This is an optimization exercise on Yosys and OpenROAD, whose aim is small area, a short achievable clock period and few clock cycles per item, not a production implementation.
Only simulation tests tie the RTL to the original design; equivalence was not proved.
No activity file was given, so power comes from the tool's default toggle rates.

==> run X: inputs <==
// int8_zero_point_matvec_core
module int8_zero_point_matvec_core #(
  parameter int MAX_COLUMNS = zpmv_pkg::MAX_COLUMNS_DEF,
  parameter int MAX_ROWS    = zpmv_pkg::MAX_ROWS_DEF
) (
  input  logic                            clk,
  input  logic                            rst,
  input  logic                            in_valid,
  output logic                            in_ready,
  input  logic                            in_mode,
  input  logic signed [7:0]               in_value,
  input  logic [7:0]                      in_vector_index,
  output logic                            out_valid,
  input  logic                            out_ready,
  output logic signed [15:0]              out_row_sum,
  output logic [7:0]                      out_row_number,
  output logic                            out_last_row,
  input  logic                            psel,
  input  logic                            penable,
  input  logic                            pwrite,
  input  logic [zpmv_pkg::CFG_ADDR_W-1:0] paddr,
  input  logic [zpmv_pkg::CFG_DATA_W-1:0] pwdata,
  output logic [zpmv_pkg::CFG_DATA_W-1:0] prdata,
  output logic                            pready
);
Settings: LEC_CHECK=0, ABC_CLOCK_PERIOD_IN_PS=2500, CAP_MARGIN=20, CORE_MARGIN=2, CORE_UTILIZATION=55, CTS_CLUSTER_DIAMETER=80, CTS_CLUSTER_SIZE=24, SETUP_SLACK_MARGIN=2.2, SLEW_MARGIN=20; clock period 4.6 ns.
run.sh (not shown) runs the stock make flow with config.mk's settings and CLKGATE_MAP_FILE= SYNTH_SCRIPT=/design/flow/synth_recipe.tcl, a recipe that flattens the netlist after the stock synthesis.
==> inputs of run C, as changes to run X <==
--- a/flow/design.v
+++ b/flow/design.v
@@ -63,18 +63,18 @@
   output logic        in_ready,
   input  logic        in_mode,
   input  logic [7:0]  in_value,
   input  logic [7:0]  in_vector_index,
   input  logic        res_taken,           
   input  logic [7:0]  zero_point,          
   input  logic [7:0]  cm1_d,
   input  logic [7:0]  rm1_d,
-  output logic [15:0] mem_we_hi_n,
-  output logic [15:0] mem_we_lo_n,
+  output logic [15:0] mem_we_hi,
+  output logic [15:0] mem_we_lo,
   output logic [7:0]  mem_wdata,
   output logic [15:0] mem_rd_hi,
   output logic [15:0] mem_rd_lo,
   output logic        s1_valid,
   output logic [7:0]  s1_weight,
   output logic        s1_end,
   output logic [7:0]  s1_row,
   output logic        s1_last
@@ -94,27 +94,27 @@
   logic [CR_W-1:0] credits;
   logic [CR_W-1:0] credits_nx;
   assign take   = in_valid && in_ready;
   assign take_w = take && in_mode;
   always_ff @(posedge clk) begin
     s0_value  <= in_value;
     mem_wdata <= in_value - zero_point;
     for (int i = 0; i < 16; i++) begin
-      mem_we_lo_n[i] <= in_vector_index[3:0] != 4'(i);
+      mem_we_lo[i] <= in_vector_index[3:0] == 4'(i);
     end
   end
   always_ff @(posedge clk) begin
     if (rst) begin
       s0_weight <= 1'b0;
-      mem_we_hi_n <= '1;
+      mem_we_hi <= '0;
     end else begin
       s0_weight <= take_w;
       for (int i = 0; i < 16; i++) begin
-        mem_we_hi_n[i] <= !(take && !in_mode && in_vector_index[7:4] == 4'(i));
+        mem_we_hi[i] <= take && !in_mode && in_vector_index[7:4] == 4'(i);
       end
     end
   end
   assign refund = s0_weight && !col_end;
   always_comb begin
     credits_nx = credits;
     if (take_w)    credits_nx = credits_nx - CR_W'(1);
     if (refund)    credits_nx = credits_nx + CR_W'(1);
@@ -157,37 +157,37 @@
   always_ff @(posedge clk) begin
     if (rst) begin
       s1_valid <= 1'b0;
     end else begin
       s1_valid <= s0_weight;
     end
   end
   always_ff @(posedge clk) begin
-    s1_weight <= s0_weight ? s0_value : 8'd0;
+    s1_weight <= s0_value;
     s1_end    <= col_end;
     s1_row    <= row_pos;
     s1_last   <= row_end;
   end
 endmodule
 module zpmv_vec_mem (
   input  logic        clk,
-  input  logic [15:0] we_hi_n,    
-  input  logic [15:0] we_lo_n,    
+  input  logic [15:0] we_hi,      
+  input  logic [15:0] we_lo,      
   input  logic [7:0]  wdata,
   input  logic [15:0] rd_hi,      
   input  logic [15:0] rd_lo,      
   output logic [7:0]  rdata
 );
   logic [255:0][7:0] mem;
   logic [15:0][7:0]  grp;
   always_ff @(posedge clk) begin
     for (int h = 0; h < 16; h++) begin
       for (int l = 0; l < 16; l++) begin
-        if (!(we_hi_n[h] || we_lo_n[l])) begin
+        if (we_hi[h] && we_lo[l]) begin
           mem[h*16+l] <= wdata;
         end
       end
     end
   end
   always_comb begin
     for (int h = 0; h < 16; h++) begin
       grp[h] = '0;
@@ -781,18 +781,20 @@
   assign acc_c_nx[12] = tb_79;
   assign acc_s_nx[13] = tb_80;
   assign acc_c_nx[13] = tb_81;
   assign acc_s_nx[14] = tb_82;
   assign acc_c_nx[14] = tb_83;
   assign acc_s_nx[15] = tb_84;
   assign acc_c_nx[15] = tb_85;
   always_ff @(posedge clk) begin
-    acc_s <= acc_s_nx;
-    acc_c <= acc_c_nx;
+    if (s2_valid) begin
+      acc_s <= acc_s_nx;
+      acc_c <= acc_c_nx;
+    end
   end
   always_ff @(posedge clk) begin
     if (rst) begin
       acc_clear <= 1'b1;
       push      <= 1'b0;
     end else begin
       if (s2_valid) acc_clear <= s2_end;
       push <= s2_valid && s2_end;
@@ -863,18 +865,18 @@
   input  logic [zpmv_pkg::CFG_DATA_W-1:0] pwdata,
   output logic [zpmv_pkg::CFG_DATA_W-1:0] prdata,
   output logic                            pready
 );
   logic [7:0]  zero_point;
   logic [7:0]  cm1_d;
   logic [7:0]  rm1_d;
   logic        res_taken;
-  logic [15:0] mem_we_hi_n;
-  logic [15:0] mem_we_lo_n;
+  logic [15:0] mem_we_hi;
+  logic [15:0] mem_we_lo;
   logic [7:0]  mem_wdata;
   logic [15:0] mem_rd_hi;
   logic [15:0] mem_rd_lo;
   logic [7:0]  mem_rdata;
   logic        s1_valid;
   logic [7:0]  s1_weight;
   logic        s1_end;
   logic [7:0]  s1_row;
@@ -901,31 +903,31 @@
     .in_ready        (in_ready),
     .in_mode         (in_mode),
     .in_value        (in_value),
     .in_vector_index (in_vector_index),
     .res_taken       (res_taken),
     .zero_point      (zero_point),
     .cm1_d           (cm1_d),
     .rm1_d           (rm1_d),
-    .mem_we_hi_n     (mem_we_hi_n),
-    .mem_we_lo_n     (mem_we_lo_n),
+    .mem_we_hi       (mem_we_hi),
+    .mem_we_lo       (mem_we_lo),
     .mem_wdata       (mem_wdata),
     .mem_rd_hi       (mem_rd_hi),
     .mem_rd_lo       (mem_rd_lo),
     .s1_valid        (s1_valid),
     .s1_weight       (s1_weight),
     .s1_end          (s1_end),
     .s1_row          (s1_row),
     .s1_last         (s1_last)
   );
   zpmv_vec_mem u_mem (
     .clk   (clk),
-    .we_hi_n (mem_we_hi_n),
-    .we_lo_n (mem_we_lo_n),
+    .we_hi (mem_we_hi),
+    .we_lo (mem_we_lo),
     .wdata (mem_wdata),
     .rd_hi (mem_rd_hi),
     .rd_lo (mem_rd_lo),
     .rdata (mem_rdata)
   );
   always_ff @(posedge clk) begin
     s1_rdata <= mem_rdata;
   end
- CORE_UTILIZATION: 55 -> 40
- CTS_CLUSTER_DIAMETER: 80 -> not set
- CTS_CLUSTER_SIZE: 24 -> not set
==> inputs of run G, as changes to run X <==
--- a/flow/design.v
+++ b/flow/design.v
@@ -63,18 +63,18 @@
   output logic        in_ready,
   input  logic        in_mode,
   input  logic [7:0]  in_value,
   input  logic [7:0]  in_vector_index,
   input  logic        res_taken,           
   input  logic [7:0]  zero_point,          
   input  logic [7:0]  cm1_d,
   input  logic [7:0]  rm1_d,
-  output logic [15:0] mem_we_hi_n,
-  output logic [15:0] mem_we_lo_n,
+  output logic [15:0] mem_we_hi,
+  output logic [15:0] mem_we_lo,
   output logic [7:0]  mem_wdata,
   output logic [15:0] mem_rd_hi,
   output logic [15:0] mem_rd_lo,
   output logic        s1_valid,
   output logic [7:0]  s1_weight,
   output logic        s1_end,
   output logic [7:0]  s1_row,
   output logic        s1_last
@@ -94,27 +94,27 @@
   logic [CR_W-1:0] credits;
   logic [CR_W-1:0] credits_nx;
   assign take   = in_valid && in_ready;
   assign take_w = take && in_mode;
   always_ff @(posedge clk) begin
     s0_value  <= in_value;
     mem_wdata <= in_value - zero_point;
     for (int i = 0; i < 16; i++) begin
-      mem_we_lo_n[i] <= in_vector_index[3:0] != 4'(i);
+      mem_we_lo[i] <= in_vector_index[3:0] == 4'(i);
     end
   end
   always_ff @(posedge clk) begin
     if (rst) begin
       s0_weight <= 1'b0;
-      mem_we_hi_n <= '1;
+      mem_we_hi <= '0;
     end else begin
       s0_weight <= take_w;
       for (int i = 0; i < 16; i++) begin
-        mem_we_hi_n[i] <= !(take && !in_mode && in_vector_index[7:4] == 4'(i));
+        mem_we_hi[i] <= take && !in_mode && in_vector_index[7:4] == 4'(i);
       end
     end
   end
   assign refund = s0_weight && !col_end;
   always_comb begin
     credits_nx = credits;
     if (take_w)    credits_nx = credits_nx - CR_W'(1);
     if (refund)    credits_nx = credits_nx + CR_W'(1);
@@ -157,37 +157,37 @@
   always_ff @(posedge clk) begin
     if (rst) begin
       s1_valid <= 1'b0;
     end else begin
       s1_valid <= s0_weight;
     end
   end
   always_ff @(posedge clk) begin
-    s1_weight <= s0_weight ? s0_value : 8'd0;
+    s1_weight <= s0_value;
     s1_end    <= col_end;
     s1_row    <= row_pos;
     s1_last   <= row_end;
   end
 endmodule
 module zpmv_vec_mem (
   input  logic        clk,
-  input  logic [15:0] we_hi_n,    
-  input  logic [15:0] we_lo_n,    
+  input  logic [15:0] we_hi,      
+  input  logic [15:0] we_lo,      
   input  logic [7:0]  wdata,
   input  logic [15:0] rd_hi,      
   input  logic [15:0] rd_lo,      
   output logic [7:0]  rdata
 );
   logic [255:0][7:0] mem;
   logic [15:0][7:0]  grp;
   always_ff @(posedge clk) begin
     for (int h = 0; h < 16; h++) begin
       for (int l = 0; l < 16; l++) begin
-        if (!(we_hi_n[h] || we_lo_n[l])) begin
+        if (we_hi[h] && we_lo[l]) begin
           mem[h*16+l] <= wdata;
         end
       end
     end
   end
   always_comb begin
     for (int h = 0; h < 16; h++) begin
       grp[h] = '0;
@@ -781,18 +781,20 @@
   assign acc_c_nx[12] = tb_79;
   assign acc_s_nx[13] = tb_80;
   assign acc_c_nx[13] = tb_81;
   assign acc_s_nx[14] = tb_82;
   assign acc_c_nx[14] = tb_83;
   assign acc_s_nx[15] = tb_84;
   assign acc_c_nx[15] = tb_85;
   always_ff @(posedge clk) begin
-    acc_s <= acc_s_nx;
-    acc_c <= acc_c_nx;
+    if (s2_valid) begin
+      acc_s <= acc_s_nx;
+      acc_c <= acc_c_nx;
+    end
   end
   always_ff @(posedge clk) begin
     if (rst) begin
       acc_clear <= 1'b1;
       push      <= 1'b0;
     end else begin
       if (s2_valid) acc_clear <= s2_end;
       push <= s2_valid && s2_end;
@@ -863,18 +865,18 @@
   input  logic [zpmv_pkg::CFG_DATA_W-1:0] pwdata,
   output logic [zpmv_pkg::CFG_DATA_W-1:0] prdata,
   output logic                            pready
 );
   logic [7:0]  zero_point;
   logic [7:0]  cm1_d;
   logic [7:0]  rm1_d;
   logic        res_taken;
-  logic [15:0] mem_we_hi_n;
-  logic [15:0] mem_we_lo_n;
+  logic [15:0] mem_we_hi;
+  logic [15:0] mem_we_lo;
   logic [7:0]  mem_wdata;
   logic [15:0] mem_rd_hi;
   logic [15:0] mem_rd_lo;
   logic [7:0]  mem_rdata;
   logic        s1_valid;
   logic [7:0]  s1_weight;
   logic        s1_end;
   logic [7:0]  s1_row;
@@ -901,31 +903,31 @@
     .in_ready        (in_ready),
     .in_mode         (in_mode),
     .in_value        (in_value),
     .in_vector_index (in_vector_index),
     .res_taken       (res_taken),
     .zero_point      (zero_point),
     .cm1_d           (cm1_d),
     .rm1_d           (rm1_d),
-    .mem_we_hi_n     (mem_we_hi_n),
-    .mem_we_lo_n     (mem_we_lo_n),
+    .mem_we_hi       (mem_we_hi),
+    .mem_we_lo       (mem_we_lo),
     .mem_wdata       (mem_wdata),
     .mem_rd_hi       (mem_rd_hi),
     .mem_rd_lo       (mem_rd_lo),
     .s1_valid        (s1_valid),
     .s1_weight       (s1_weight),
     .s1_end          (s1_end),
     .s1_row          (s1_row),
     .s1_last         (s1_last)
   );
   zpmv_vec_mem u_mem (
     .clk   (clk),
-    .we_hi_n (mem_we_hi_n),
-    .we_lo_n (mem_we_lo_n),
+    .we_hi (mem_we_hi),
+    .we_lo (mem_we_lo),
     .wdata (mem_wdata),
     .rd_hi (mem_rd_hi),
     .rd_lo (mem_rd_lo),
     .rdata (mem_rdata)
   );
   always_ff @(posedge clk) begin
     s1_rdata <= mem_rdata;
   end
- ABC_CLOCK_PERIOD_IN_PS: 2500 -> 3000
- CORE_UTILIZATION: 55 -> 40
- CTS_CLUSTER_DIAMETER: 80 -> 100
- CTS_CLUSTER_SIZE: 24 -> 30
- SETUP_SLACK_MARGIN: 2.2 -> 1.5
==> summary of the runs <==
Sequential share of layout area, lowest first: run C, run X, run G. Run G finished with timing, DRC and antenna clean. Run C finished with timing, DRC and antenna clean. Run X ran to the end with no violations. First-iteration DRC count, lowest first: run G, run C, run X. The highest routed wire length belongs to run C, the lowest to run G. In run X the total power is higher than in run G, by 6.0%. Via count, highest first: run C, run X, run G. In synthesized area, run G and run C do not differ.
Testbench counts of run X, summed over its fixed seeds: cycles 126,983, items 126,647.
Testbench counts of run C, summed over its fixed seeds: cycles 126,983, items 126,647.
Testbench counts of run G, summed over its fixed seeds: cycles 126,983, items 126,647.

[separate check: timing with driven ports]
Ports are ideal in the flow. The routed layouts listed here were re-timed in OpenROAD.
Step 1 (the two cells are an assumption about what drives the block):
set clk [get_ports {clk}]
set_driving_cell -lib_cell sky130_fd_sc_hd__clkbuf_16 $clk
set_driving_cell -lib_cell sky130_fd_sc_hd__buf_2 [delete_from_list [all_inputs] $clk]
Step 2 also shifts input and output timing later by t, the mid clock arrival at the registers, as if the neighbouring blocks saw the same clock.
Three values: ideal ports, drivers, drivers and shift; two values: the first two.
run	shift t [ns]	setup slack, ns	hold slack, ns	worst setup path after step 2	worst slew at a driven data input, ns
run X	0.869	1.978 / 1.978 / 1.525	0.323 / 0.323 / 0.323	input to register	0.06
run C	0.932	1.936 / 1.936 / 1.371	0.267 / 0.267 / 0.267	input to register	0.10
run G	0.859	1.427 / 1.427 / 1.218	0.334 / 0.334 / 0.334	input to register	0.09
After both steps setup and hold are still met in every run listed. The setup slack of run C, which loses most, moves by 0.000 ns with the drivers and by -0.565 ns with both steps.
